What follows belongs to an exercise in optimizing a design on an open flow for small area, a short achievable clock period and few clock cycles per item; a production flow would make more cautious choices. At most, simulation tests tie the RTL to the original design; equivalence was not proved.

## fp_div_top
module fp_div_top
(
    input  wire logic                        clk,
    input  wire logic                        reset,
    input  wire logic                        in_valid,
    input  wire logic [8+23:0] a,
    input  wire logic [8+23:0] b,
    output logic                             out_valid,
    output logic [8+23:0]     result,
    output logic                             exception,
    output logic                             overflow,
    output logic                             underflow
);
Size: about 3,900 cells after synthesis, about 1,300 flip-flops, ~100 I/O pins, about 0.046 sq mm of cells after synthesis.
==> module fp_div_classify, before the edit <==
module fp_div_classify
(
    input  wire logic                        clk,
    input  wire logic                        reset,
    input  wire logic                        in_valid,
    input  wire logic [8+23:0] a,
    input  wire logic [8+23:0] b,
    output logic                             out_valid,
    output logic                             sign,
    output logic [8-1:0]             a_exp,
    output logic [8-1:0]             b_exp,
    output logic [25-1:0]             rem_s,
    output logic [6:0]                       rem_c_hi,
    output logic [23-1:0]             b_frac,
    output logic                             q1_two
);
    localparam int SIGN_BIT = 8 + 23;
    logic [2:0]           q1_sel;
    assign q1_sel = fp_div_pkg::sel4({4'b0001, a[23-1:23-3]},
                                     b[23-1:23-3]);
    always_ff @(posedge clk)
    begin
        if (reset)
            out_valid <= 1'b0;
        else
            out_valid <= in_valid;
    end
    always_ff @(posedge clk)
    begin
        sign   <= a[SIGN_BIT] ^ b[SIGN_BIT];
        a_exp  <= a[SIGN_BIT-1:23];
        b_exp  <= b[SIGN_BIT-1:23];
        rem_s  <= {2'b01, a[23-1:0]};
        rem_c_hi <= q1_sel[0] ? {1'b1, b[23-1:23-6]} : {2'b01, b[23-1:23-5]};
        b_frac <= b[23-1:0];
        q1_two <= q1_sel[0];
    end
endmodule
==> module fp_div_top, before the edit <==
module fp_div_top
(
    input  wire logic                        clk,
    input  wire logic                        reset,
    input  wire logic                        in_valid,
    input  wire logic [8+23:0] a,
    input  wire logic [8+23:0] b,
    output logic                             out_valid,
    output logic [8+23:0]     result,
    output logic                             exception,
    output logic                             overflow,
    output logic                             underflow
);
    localparam int NST = 12;
    localparam int R   = 1;
    logic                  st_valid  [0:NST];
    logic                  st_sign   [0:NST];
    logic [8-1:0]  st_a_exp;
    logic [8-1:0]  st_b_exp;
    logic                  st_exc;
    logic                  st_zero;
    fp_div_pkg::exp_t      st_exp_lo;
    logic [8:0]    st_ecode  [0:NST];
    logic [23-1:0]  st_b_frac [0:NST];
    fp_div_pkg::rem_t      st_s      [0:NST];
    fp_div_pkg::rem_t      st_c      [0:NST];
    fp_div_pkg::dig_t      st_qs     [0:NST];
    fp_div_pkg::dig_t      st_q1     [0:NST];
    fp_div_pkg::dig_t      st_q2     [0:NST];
    logic                  q1_two;
    logic [6:0]            rem_c_hi;
    fp_div_classify u_classify
    (
        .clk       (clk),
        .reset     (reset),
        .in_valid  (in_valid),
        .a         (a),
        .b         (b),
        .out_valid (st_valid[0]),
        .sign      (st_sign[0]),
        .a_exp     (st_a_exp),
        .b_exp     (st_b_exp),
        .rem_s     (st_s[0]),
        .rem_c_hi  (rem_c_hi),
        .b_frac    (st_b_frac[0]),
        .q1_two    (q1_two)
    );
    assign st_c[0]  = {rem_c_hi, q1_two ? {st_b_frac[0][23-7:0], 1'b0} : st_b_frac[0][23-6:0]};
    assign st_qs[0] = '0;
    assign st_q1[0] = '0;
    assign st_q2[0] = {q1_two, {(13-1){1'b0}}};
    assign st_exc    = (&st_a_exp) || (&st_b_exp) || (st_b_exp == '0);
    assign st_zero   = (st_a_exp == '0);
    assign st_exp_lo = fp_div_pkg::exp_t'({2'b00, st_a_exp}) - fp_div_pkg::exp_t'({2'b00, st_b_exp})
                       + fp_div_pkg::exp_t'(127 - 1);
    always_comb
    begin
        if (st_exc)
            st_ecode[0] = {1'b1, 8'(3)};
        else if (st_zero)
            st_ecode[0] = {1'b1, 8'(2)};
        else if (st_exp_lo >= fp_div_pkg::exp_t'(255))
            st_ecode[0] = {1'b1, 8'(1)};
        else if (st_exp_lo < fp_div_pkg::exp_t'(0))
            st_ecode[0] = {1'b1, 8'(0)};
        else
            st_ecode[0] = {1'b0, st_exp_lo[8-1:0]};
    end
    for (genvar i = 0; i < NST; i++)
    begin : g_div
        localparam int FIRST = 2 + i * R;
        localparam int NROWS = (13 + 1 - FIRST < R) ? 13 + 1 - FIRST : R;
        fp_div_mant_stage
        #(
            .FIRST (FIRST),
            .NROWS (NROWS)
        )
        u_stage
        (
            .clk        (clk),
            .reset      (reset),
            .in_valid   (st_valid[i]),
            .in_sign    (st_sign[i]),
            .in_ecode   (st_ecode[i]),
            .in_b_frac  (st_b_frac[i]),
            .in_s       (st_s[i]),
            .in_c       (st_c[i]),
            .in_qs      (st_qs[i]),
            .in_q1      (st_q1[i]),
            .in_q2      (st_q2[i]),
            .out_valid  (st_valid[i+1]),
            .out_sign   (st_sign[i+1]),
            .out_ecode  (st_ecode[i+1]),
            .out_b_frac (st_b_frac[i+1]),
            .out_s      (st_s[i+1]),
            .out_c      (st_c[i+1]),
            .out_qs     (st_qs[i+1]),
            .out_q1     (st_q1[i+1]),
            .out_q2     (st_q2[i+1])
        );
    end
    fp_div_pack u_pack
    (
        .clk       (clk),
        .reset     (reset),
        .in_valid  (st_valid[NST]),
        .in_sign   (st_sign[NST]),
        .in_ecode  (st_ecode[NST]),
        .in_s      (st_s[NST]),
        .in_c      (st_c[NST]),
        .in_qs     (st_qs[NST]),
        .in_q1     (st_q1[NST]),
        .in_q2     (st_q2[NST]),
        .out_valid (out_valid),
        .result    (result),
        .exception (exception),
        .overflow  (overflow),
        .underflow (underflow)
    );
endmodule
Settings: LEC_CHECK=0, CAP_MARGIN=20, CORE_MARGIN=2, CORE_UTILIZATION=40, CTS_CLUSTER_DIAMETER=150, CTS_CLUSTER_SIZE=26, SLEW_MARGIN=20; clock period 15.0 ns.
standard.sh (not shown) runs the stock make flow with config.mk's settings and CLKGATE_MAP_FILE= SYNTH_SCRIPT=/design/flow/synth_recipe.tcl, a recipe that flattens the netlist after the stock synthesis.
==> flow/flow/run.sh <==
#!/bin/bash
# Standard synthesis, then the standard layout with repair_timing aiming for
# extra setup slack (the SDC and the clock period are unchanged).
set -euo pipefail
bash standard.sh synth > synth.log 2>&1
bash standard.sh SETUP_SLACK_MARGIN=10.8 finish > layout.log 2>&1
The starting point passed the timing, DRC and antenna checks.
Edit:
--- a/flow/design.v
+++ b/flow/design.v
@@ -1,18 +1,7 @@
 `default_nettype none
 package fp_div_pkg;
-    function automatic logic ge7(input logic [6:0] a, input logic [6:0] b);
-        logic [6:0] ua;
-        logic [6:0] ub;
-        logic       c;
-        ua = a ^ 7'h40;
-        ub = b ^ 7'h40;
-        c  = 1'b1;
-        for (int i = 0; i < 7; i++)
-            c = (ua[i] & ~ub[i]) | ((ua[i] | ~ub[i]) & c);
-        ge7 = c;
-    endfunction
     typedef logic [25-1:0] rem_t;
     typedef logic [13-1:0] dig_t;
     typedef logic signed [8+1:0] exp_t;
     function automatic logic [2:0] sel4(input logic signed [6:0] y, input logic [2:0] dh);
         logic signed [6:0] mn1;
@@ -33,14 +22,14 @@
             3'd6:    begin mn1 = -7'sd23; m2 = 7'sd22; end
             default: begin mn1 = -7'sd25; m2 = 7'sd24; end
         endcase
         m0 = dh[2] ? -7'sd7 : -7'sd5;
         m1 = dh[2] ? 7'sd6 : 7'sd4;
-        ge_n1 = ge7(y, mn1);
-        ge_0  = ge7(y, m0);
-        ge_1  = ge7(y, m1);
-        ge_2  = ge7(y, m2);
+        ge_n1 = (y >= mn1);
+        ge_0  = (y >= m0);
+        ge_1  = (y >= m1);
+        ge_2  = (y >= m2);
         sel4 = {ge_1, (ge_1 & ~ge_2) | (ge_n1 & ~ge_0), ge_2 | ~ge_n1};
     endfunction
 endpackage
 `default_nettype wire
 `default_nettype none
@@ -54,11 +43,11 @@
     output logic                             out_valid,
     output logic                             sign,
     output logic [8-1:0]             a_exp,
     output logic [8-1:0]             b_exp,
     output logic [25-1:0]             rem_s,
-    output logic [6:0]                       rem_c_hi,
+    output logic [25-1:0]             rem_c,
     output logic [23-1:0]             b_frac,
     output logic                             q1_two
 );
     localparam int SIGN_BIT = 8 + 23;
     logic [2:0]           q1_sel;
@@ -75,11 +64,11 @@
     begin
         sign   <= a[SIGN_BIT] ^ b[SIGN_BIT];
         a_exp  <= a[SIGN_BIT-1:23];
         b_exp  <= b[SIGN_BIT-1:23];
         rem_s  <= {2'b01, a[23-1:0]};
-        rem_c_hi <= q1_sel[0] ? {1'b1, b[23-1:23-6]} : {2'b01, b[23-1:23-5]};
+        rem_c  <= q1_sel[0] ? {1'b1, b[23-1:0], 1'b0} : {2'b01, b[23-1:0]};
         b_frac <= b[23-1:0];
         q1_two <= q1_sel[0];
     end
 endmodule
 `default_nettype wire
@@ -311,11 +300,10 @@
     fp_div_pkg::rem_t      st_c      [0:NST];
     fp_div_pkg::dig_t      st_qs     [0:NST];
     fp_div_pkg::dig_t      st_q1     [0:NST];
     fp_div_pkg::dig_t      st_q2     [0:NST];
     logic                  q1_two;
-    logic [6:0]            rem_c_hi;
     fp_div_classify u_classify
     (
         .clk       (clk),
         .reset     (reset),
         .in_valid  (in_valid),
@@ -324,15 +312,14 @@
         .out_valid (st_valid[0]),
         .sign      (st_sign[0]),
         .a_exp     (st_a_exp),
         .b_exp     (st_b_exp),
         .rem_s     (st_s[0]),
-        .rem_c_hi  (rem_c_hi),
+        .rem_c     (st_c[0]),
         .b_frac    (st_b_frac[0]),
         .q1_two    (q1_two)
     );
-    assign st_c[0]  = {rem_c_hi, q1_two ? {st_b_frac[0][23-7:0], 1'b0} : st_b_frac[0][23-6:0]};
     assign st_qs[0] = '0;
     assign st_q1[0] = '0;
     assign st_q2[0] = {q1_two, {(13-1){1'b0}}};
     assign st_exc    = (&st_a_exp) || (&st_b_exp) || (st_b_exp == '0);
     assign st_zero   = (st_a_exp == '0);
The changed run finished with timing, DRC and antenna clean.
Synthesized cell count went up by 2.9%.
Synthesized area went up by 4.0%.
Final area went up by 3.2%.
Final cell count went up by 3.4%.
Testbench counts after the change, summed over its fixed seeds: cycles 16,104, items 16,000.
The RTL of the first run of this note was laid out without a check of its function.

========
fp_div_top, a different RTL version from the one above (not shown whole).
For scale: ~1200 flip-flops, roughly 100 I/O pins, about 43000 µm² of cells after synthesis.
==> module fp_div_classify, before the edit <==
module fp_div_classify
(
    input  wire logic                        clk,
    input  wire logic                        reset,
    input  wire logic                        in_valid,
    input  wire logic [8+23:0] a,
    input  wire logic [8+23:0] b,
    output logic                             out_valid,
    output logic                             sign,
    output logic [8-1:0]             a_exp,
    output logic [8-1:0]             b_exp,
    output logic [25-1:0]             rem_s,
    output logic [7:0]                       est,
    output logic [23-1:0]             b_frac,
    output logic                             q1_is_two
);
    localparam int SIGN_BIT = 8 + 23;
    logic                 q1_two;
    logic [7:0]           est_one;
    logic [7:0]           est_two;
    always_comb
    begin
        case (b[23-1:23-3])
            3'd0:    q1_two = a[23-1];
            3'd1:    q1_two = a[23-1] & a[23-2];
            3'd2:    q1_two = &a[23-1:23-3];
            default: q1_two = 1'b0;
        endcase
    end
    assign est_one = fp_div_pkg::add8({2'b01, a[23-1:23-6]}, ~{2'b01, b[23-1:23-6]});
    assign est_two = fp_div_pkg::add8({2'b01, a[23-1:23-6]}, ~{1'b1, b[23-1:23-7]});
    always_ff @(posedge clk)
    begin
        if (reset)
            out_valid <= 1'b0;
        else
            out_valid <= in_valid;
    end
    always_ff @(posedge clk)
    begin
        sign   <= a[SIGN_BIT] ^ b[SIGN_BIT];
        a_exp  <= a[SIGN_BIT-1:23];
        b_exp  <= b[SIGN_BIT-1:23];
        rem_s  <= {2'b01, a[23-1:0]};
        est    <= q1_two ? est_two : est_one;
        b_frac <= b[23-1:0];
        q1_is_two <= q1_two;
    end
endmodule
==> flow/config.mk <==
export PLATFORM = sky130hd
export DESIGN_NAME = fp_div_top
export DESIGN_NICKNAME = fp_div_top
export VERILOG_FILES = /design/flow/design.v
export SDC_FILE = /design/flow/constraint.sdc
export NUM_CORES = 4
export LEC_CHECK = 0
export CAP_MARGIN = 20
export CORE_MARGIN = 2
export CORE_UTILIZATION = 40
export CTS_CLUSTER_DIAMETER = 150
export CTS_CLUSTER_SIZE = 26
export SLEW_MARGIN = 20
==> flow/constraint.sdc <==
create_clock -name core_clock -period 15.0 [get_ports {clk}]
set_input_delay 3.0000 -clock core_clock [delete_from_list [all_inputs] [get_ports {clk}]]
set_output_delay 3.0000 -clock core_clock [all_outputs]
set_load 0.01 [all_outputs]
==> flow/flow/run.sh <==
#!/bin/bash
# Standard synthesis, then the standard layout with repair_timing aiming for
# extra setup slack (the SDC and the clock period are unchanged), and the
# smallest buffer on each port.
set -euo pipefail
bash standard.sh synth > synth.log 2>&1
bash standard.sh SETUP_SLACK_MARGIN=10.8 "BUFFER_PORTS_ARGS=-buffer_cell sky130_fd_sc_hd__buf_1" finish > layout.log 2>&1
Change:
--- a/flow/design.v
+++ b/flow/design.v
@@ -1,23 +1,8 @@
 `default_nettype none
 package fp_div_pkg;
-    function automatic logic [7:0] add8(input logic [7:0] x, input logic [7:0] y);
-        logic [7:0] g;
-        logic [7:0] p;
-        logic [7:0] h;
-        g = x & y;
-        p = x ^ y;
-        h = p;
-        for (int s = 1; s < 8; s = s * 2)
-            for (int i = 7; i >= s; i--)
-            begin
-                g[i] = g[i] | (h[i] & g[i-s]);
-                h[i] = h[i] & h[i-s];
-            end
-        add8 = p ^ {g[6:0], 1'b0};
-    endfunction
     function automatic logic carry_out(input logic [23:0] g, input logic [23:0] p);
         logic [23:0] gt;
         logic [23:0] pt;
         gt = g;
         pt = p;
         for (int lvl = 0; lvl < 5; lvl++)
@@ -107,14 +92,14 @@
             3'd0:    q1_two = a[23-1];
             3'd1:    q1_two = a[23-1] & a[23-2];
             3'd2:    q1_two = &a[23-1:23-3];
             default: q1_two = 1'b0;
         endcase
     end
-    assign est_one = fp_div_pkg::add8({2'b01, a[23-1:23-6]}, ~{2'b01, b[23-1:23-6]});
-    assign est_two = fp_div_pkg::add8({2'b01, a[23-1:23-6]}, ~{1'b1, b[23-1:23-7]});
+    assign est_one = {2'b01, a[23-1:23-6]} + ~{2'b01, b[23-1:23-6]};
+    assign est_two = {2'b01, a[23-1:23-6]} + ~{1'b1, b[23-1:23-7]};
     always_ff @(posedge clk)
     begin
         if (reset)
             out_valid <= 1'b0;
         else
             out_valid <= in_valid;
Synthesized area is about the same.
Routed wire length went up by 3.8%.
Critical path depth went up by 12.
Design area went up by 0.70%.
Sequential share of layout area went down by 0.36 points.
No functional check of the RTL was part of any run of this note.

========
S:
fp_div_top, a different RTL version from the one above (not shown whole).
Size: roughly 3600 cells after synthesis, roughly 100 I/O pins, roughly 42000 sq um of cells after synthesis.
==> module fp_div_classify, before the edit <==
module fp_div_classify
(
    input  wire logic                        clk,
    input  wire logic                        reset,
    input  wire logic                        in_valid,
    input  wire logic [8+23:0] a,
    input  wire logic [8+23:0] b,
    output logic                             out_valid,
    output logic                             sign,
    output logic [8-1:0]             a_exp,
    output logic [8-1:0]             b_exp,
    output logic [25-1:0]             rem_s,
    output logic [6:0]                       rem_c_hi,
    output logic [23-1:0]             b_frac,
    output logic                             q1_two
);
    localparam int SIGN_BIT = 8 + 23;
    logic [2:0]           q1_sel;
    assign q1_sel = fp_div_pkg::sel4({4'b0001, a[23-1:23-4]},
                                     b[23-1:23-3]);
    always_ff @(posedge clk)
    begin
        if (reset)
            out_valid <= 1'b0;
        else
            out_valid <= in_valid;
    end
    always_ff @(posedge clk)
    begin
        sign   <= a[SIGN_BIT] ^ b[SIGN_BIT];
        a_exp  <= a[SIGN_BIT-1:23];
        b_exp  <= b[SIGN_BIT-1:23];
        rem_s  <= {2'b01, a[23-1:0]};
        rem_c_hi <= q1_sel[0] ? {1'b1, b[23-1:23-6]} : {2'b01, b[23-1:23-5]};
        b_frac <= b[23-1:0];
        q1_two <= q1_sel[0];
    end
endmodule
==> module fp_div_mant_stage, before the edit <==
module fp_div_mant_stage
#(
    parameter int FIRST = 2,    
    parameter int NROWS = 2
)
(
    input  wire logic                   clk,
    input  wire logic                   reset,
    input  wire logic                   in_valid,
    input  wire logic                   in_sign,
    input  wire logic [8:0]     in_ecode,
    input  wire logic [23-1:0]   in_b_frac,
    input  wire logic [25-1:0]   in_s,
    input  wire logic [25-1:0]   in_c,
    input  wire logic [13-1:0] in_qs,
    input  wire logic [13-1:0] in_q1,
    input  wire logic [13-1:0] in_q2,
    output logic                        out_valid,
    output logic                        out_sign,
    output logic [8:0]          out_ecode,
    output logic [23-1:0]        out_b_frac,
    output logic [25-1:0]        out_s,
    output logic [25-1:0]        out_c,
    output logic [13-1:0]   out_qs,
    output logic [13-1:0]   out_q1,
    output logic [13-1:0]   out_q2
);
    localparam int W = 25;
    localparam int PREV = (FIRST > 2) ? 13 + 1 - FIRST : 0;
    fp_div_pkg::rem_t d1;
    fp_div_pkg::rem_t d2;
    fp_div_pkg::rem_t s_n;
    fp_div_pkg::rem_t c_n;
    fp_div_pkg::rem_t s4;
    fp_div_pkg::rem_t c4;
    fp_div_pkg::rem_t x;
    fp_div_pkg::rem_t w1;
    logic             ce;
    fp_div_pkg::dig_t qs_n;
    fp_div_pkg::dig_t q1_n;
    fp_div_pkg::dig_t q2_n;
    logic [7:0] y;
    logic [2:0] q;
    assign d1 = {2'b01, in_b_frac};
    assign d2 = {1'b1, in_b_frac, 1'b0};
    always_comb
    begin
        s_n  = ~in_s;
        c_n  = ~in_c;
        if (FIRST == 2)
            s_n = in_s;
        if (FIRST > 2)
        begin
            s_n[0] = in_qs[PREV] ^ (in_q1[PREV] & in_b_frac[0]);
            s_n[1] = in_qs[PREV] ^ ((in_q1[PREV] & in_b_frac[1]) | (in_q2[PREV] & in_b_frac[0]));
            c_n[0] = in_qs[PREV];
        end
        qs_n = in_qs;
        q1_n = in_q1;
        q2_n = in_q2;
        for (int r = 0; r < NROWS; r++)
        begin
            y  = s_n[W-1:W-8] + c_n[W-1:W-8];
            q  = fp_div_pkg::sel4(y, in_b_frac[23-1:23-3]);
            if (FIRST + r == 2)
            begin
                w1 = s_n + c_n + fp_div_pkg::rem_t'(1);
                s4 = {w1[W-3:0], 2'b00};
                c4 = '0;
            end
            else
            begin
                s4 = {s_n[W-3:0], 2'b00};
                c4 = {c_n[W-3:0], 2'b00};
            end
            for (int i = 0; i < W; i++)
                x[i] = q[2] ^ ((q[1] & d1[i]) | (q[0] & d2[i]));
            c_n = '0;
            for (int i = 0; i < W; i += 2)
            begin
                s_n[i] = s4[i] ^ c4[i] ^ x[i];
                ce     = (s4[i] & c4[i]) | (s4[i] & x[i]) | (c4[i] & x[i]);
                if (i + 1 < W)
                begin
                    s_n[i+1] = s4[i+1] ^ x[i+1] ^ ce;
                    if (i + 2 < W)
                        c_n[i+2] = (s4[i+1] & x[i+1]) | (s4[i+1] & ce) | (x[i+1] & ce);
                end
            end
            c_n[0] = q[2];
            qs_n[13 - FIRST - r] = q[2];
            q1_n[13 - FIRST - r] = q[1];
            q2_n[13 - FIRST - r] = q[0];
        end
    end
    always_ff @(posedge clk)
    begin
        if (reset)
            out_valid <= 1'b0;
        else
            out_valid <= in_valid;
    end
    always_ff @(posedge clk)
    begin
        out_sign   <= in_sign;
        out_ecode  <= in_ecode;
        out_b_frac <= in_b_frac;
        out_s      <= ~s_n;
        out_c      <= ~c_n;
        out_qs     <= qs_n;
        out_q1     <= q1_n;
        out_q2     <= q2_n;
    end
endmodule
clock: 15.0 ns
lec_check: 0
cap_margin: 20
core_margin: 2
core_utilization: 40
cts_cluster_diameter: 150
cts_cluster_size: 26
slew_margin: 20
==> flow/flow/run.sh <==
#!/bin/bash
# Standard synthesis, then the standard layout with repair_timing aiming for
# extra setup slack (the SDC and the clock period are unchanged).
set -euo pipefail
bash standard.sh synth > synth.log 2>&1
bash standard.sh SETUP_SLACK_MARGIN=10.8 finish > layout.log 2>&1
The inputs of T differ from those of S as listed below.
--- a/flow/design.v
+++ b/flow/design.v
@@ -23,38 +23,41 @@
         end
         carry_out = gt[0];
     endfunction
-    function automatic logic ge7(input logic [7:0] a, input logic [7:0] b);
-        logic [7:0] ua;
-        logic [7:0] ub;
+    function automatic logic ge7(input logic [6:0] a, input logic [6:0] b);
+        logic [6:0] ua;
+        logic [6:0] ub;
         logic       c;
-        ua = a ^ 8'h80;
-        ub = b ^ 8'h80;
+        ua = a ^ 7'h40;
+        ub = b ^ 7'h40;
         c  = 1'b1;
-        for (int i = 0; i < 8; i++)
+        for (int i = 0; i < 7; i++)
             c = (ua[i] & ~ub[i]) | ((ua[i] | ~ub[i]) & c);
         ge7 = c;
     endfunction
     typedef logic [25-1:0] rem_t;
     typedef logic [13-1:0] dig_t;
     typedef logic signed [8+1:0] exp_t;
-    function automatic logic [2:0] sel4(input logic signed [7:0] y, input logic [2:0] dh);
-        logic signed [7:0] mn1;
-        logic signed [7:0] m0;
-        logic signed [7:0] m1;
-        logic signed [7:0] m2;
+    function automatic logic [2:0] sel4(input logic signed [6:0] y, input logic [2:0] dh);
+        logic signed [6:0] mn1;
+        logic signed [6:0] m0;
+        logic signed [6:0] m1;
+        logic signed [6:0] m2;
         logic ge_n1;
         logic ge_0;
         logic ge_1;
         logic ge_2;
         case (dh)
-            3'd0:         begin mn1 = -8'sd26; m2 = 8'sd25; end
-            3'd1:         begin mn1 = -8'sd29; m2 = 8'sd28; end
-            3'd2, 3'd3:   begin mn1 = -8'sd33; m2 = 8'sd32; end
-            3'd4, 3'd5:   begin mn1 = -8'sd40; m2 = 8'sd38; end
-            default:      begin mn1 = -8'sd45; m2 = 8'sd44; end
+            3'd0:    begin mn1 = -7'sd13; m2 = 7'sd12; end
+            3'd1:    begin mn1 = -7'sd15; m2 = 7'sd14; end
+            3'd2:    begin mn1 = -7'sd16; m2 = 7'sd15; end
+            3'd3:    begin mn1 = -7'sd18; m2 = 7'sd16; end
+            3'd4:    begin mn1 = -7'sd20; m2 = 7'sd18; end
+            3'd5:    begin mn1 = -7'sd21; m2 = 7'sd20; end
+            3'd6:    begin mn1 = -7'sd23; m2 = 7'sd22; end
+            default: begin mn1 = -7'sd25; m2 = 7'sd24; end
         endcase
-        m0 = dh[2] ? -8'sd12 : -8'sd10;
-        m1 = dh[2] ? 8'sd12 : 8'sd8;
+        m0 = dh[2] ? -7'sd7 : -7'sd5;
+        m1 = dh[2] ? 7'sd6 : 7'sd4;
         ge_n1 = ge7(y, mn1);
         ge_0  = ge7(y, m0);
         ge_1  = ge7(y, m1);
@@ -82,7 +85,7 @@
 );
     localparam int SIGN_BIT = 8 + 23;
     logic [2:0]           q1_sel;
-    assign q1_sel = fp_div_pkg::sel4({4'b0001, a[23-1:23-4]},
+    assign q1_sel = fp_div_pkg::sel4({4'b0001, a[23-1:23-3]},
                                      b[23-1:23-3]);
     always_ff @(posedge clk)
     begin
@@ -145,7 +148,7 @@
     fp_div_pkg::dig_t qs_n;
     fp_div_pkg::dig_t q1_n;
     fp_div_pkg::dig_t q2_n;
-    logic [7:0] y;
+    logic [6:0] y;
     logic [2:0] q;
     assign d1 = {2'b01, in_b_frac};
     assign d2 = {1'b1, in_b_frac, 1'b0};
@@ -166,7 +169,7 @@
         q2_n = in_q2;
         for (int r = 0; r < NROWS; r++)
         begin
-            y  = s_n[W-1:W-8] + c_n[W-1:W-8];
+            y  = s_n[W-1:W-7] + c_n[W-1:W-7];
             q  = fp_div_pkg::sel4(y, in_b_frac[23-1:23-3]);
             if (FIRST + r == 2)
             begin
==> comparison <==
Run comparison: T destination of the critical timing path result[4]; S destination of the critical timing path u_classify.rem_c_hi[0]. In the tables for S and T, largest net degree at the start of global routing reads lower with S. Compared with S, in T I/O pin count barely changed; post-layout worst setup margin climbed 31 ps; post-route fraction of the period consumed by the critical path dropped 0.21 points; final-report hold violation count barely changed. Of S and T, the run reporting the lower final design utilization was S. S has higher inverter count than T. In T, first-iteration DRC count is higher than in S. In T the wire length turned out 5.5% higher than in S. Number of cell instances on the worst register-to-register path delta for T relative to S: 2 higher.
Testbench counts of T, summed over its fixed seeds: cycles 16,104, items 16,000.
For S, only the layout was checked, not whether the RTL still works.

## afterwards: timing with drivers on the ports
How much do the figures lean on ideal ports? The routed layouts below were timed once more, with nothing changed but the port constraints. Step 1 assumes that a clkbuf_16 drives the clock port and a buf_2 every other input. Step 2 times the ports against the registers' clock, not the clock port: input delays grow and output delays shrink by t, the midpoint of the rising clock arrivals with the driver on. a / b / c = ideal / step 1 / step 2; a / b = the first two.
run	shift t [ns]	slack for setup (ns)	worst register clock-pin slew, ns	worst slew at a driven data input, ns	pins driven straight from the clock port
the first run of note 1	0.728	10.838 / 10.769 / 10.486	0.11 / 0.11	0.05	1
the second run of note 1	0.720	10.828 / 10.786 / 10.142	0.11 / 0.11	0.08	1
the first run of note 2	0.689	10.869 / 10.798 / 10.295	0.10 / 0.10	0.05	1
the second run of note 2	0.715	10.644 / 10.673 / 9.958	0.10 / 0.10	0.07	1
S	0.722	10.844 / 10.797 / 10.163	0.11 / 0.11	0.04	1
T	0.690	10.875 / 10.813 / 10.519	0.10 / 0.10	0.06	1
After both steps setup and hold are still met in every run listed.
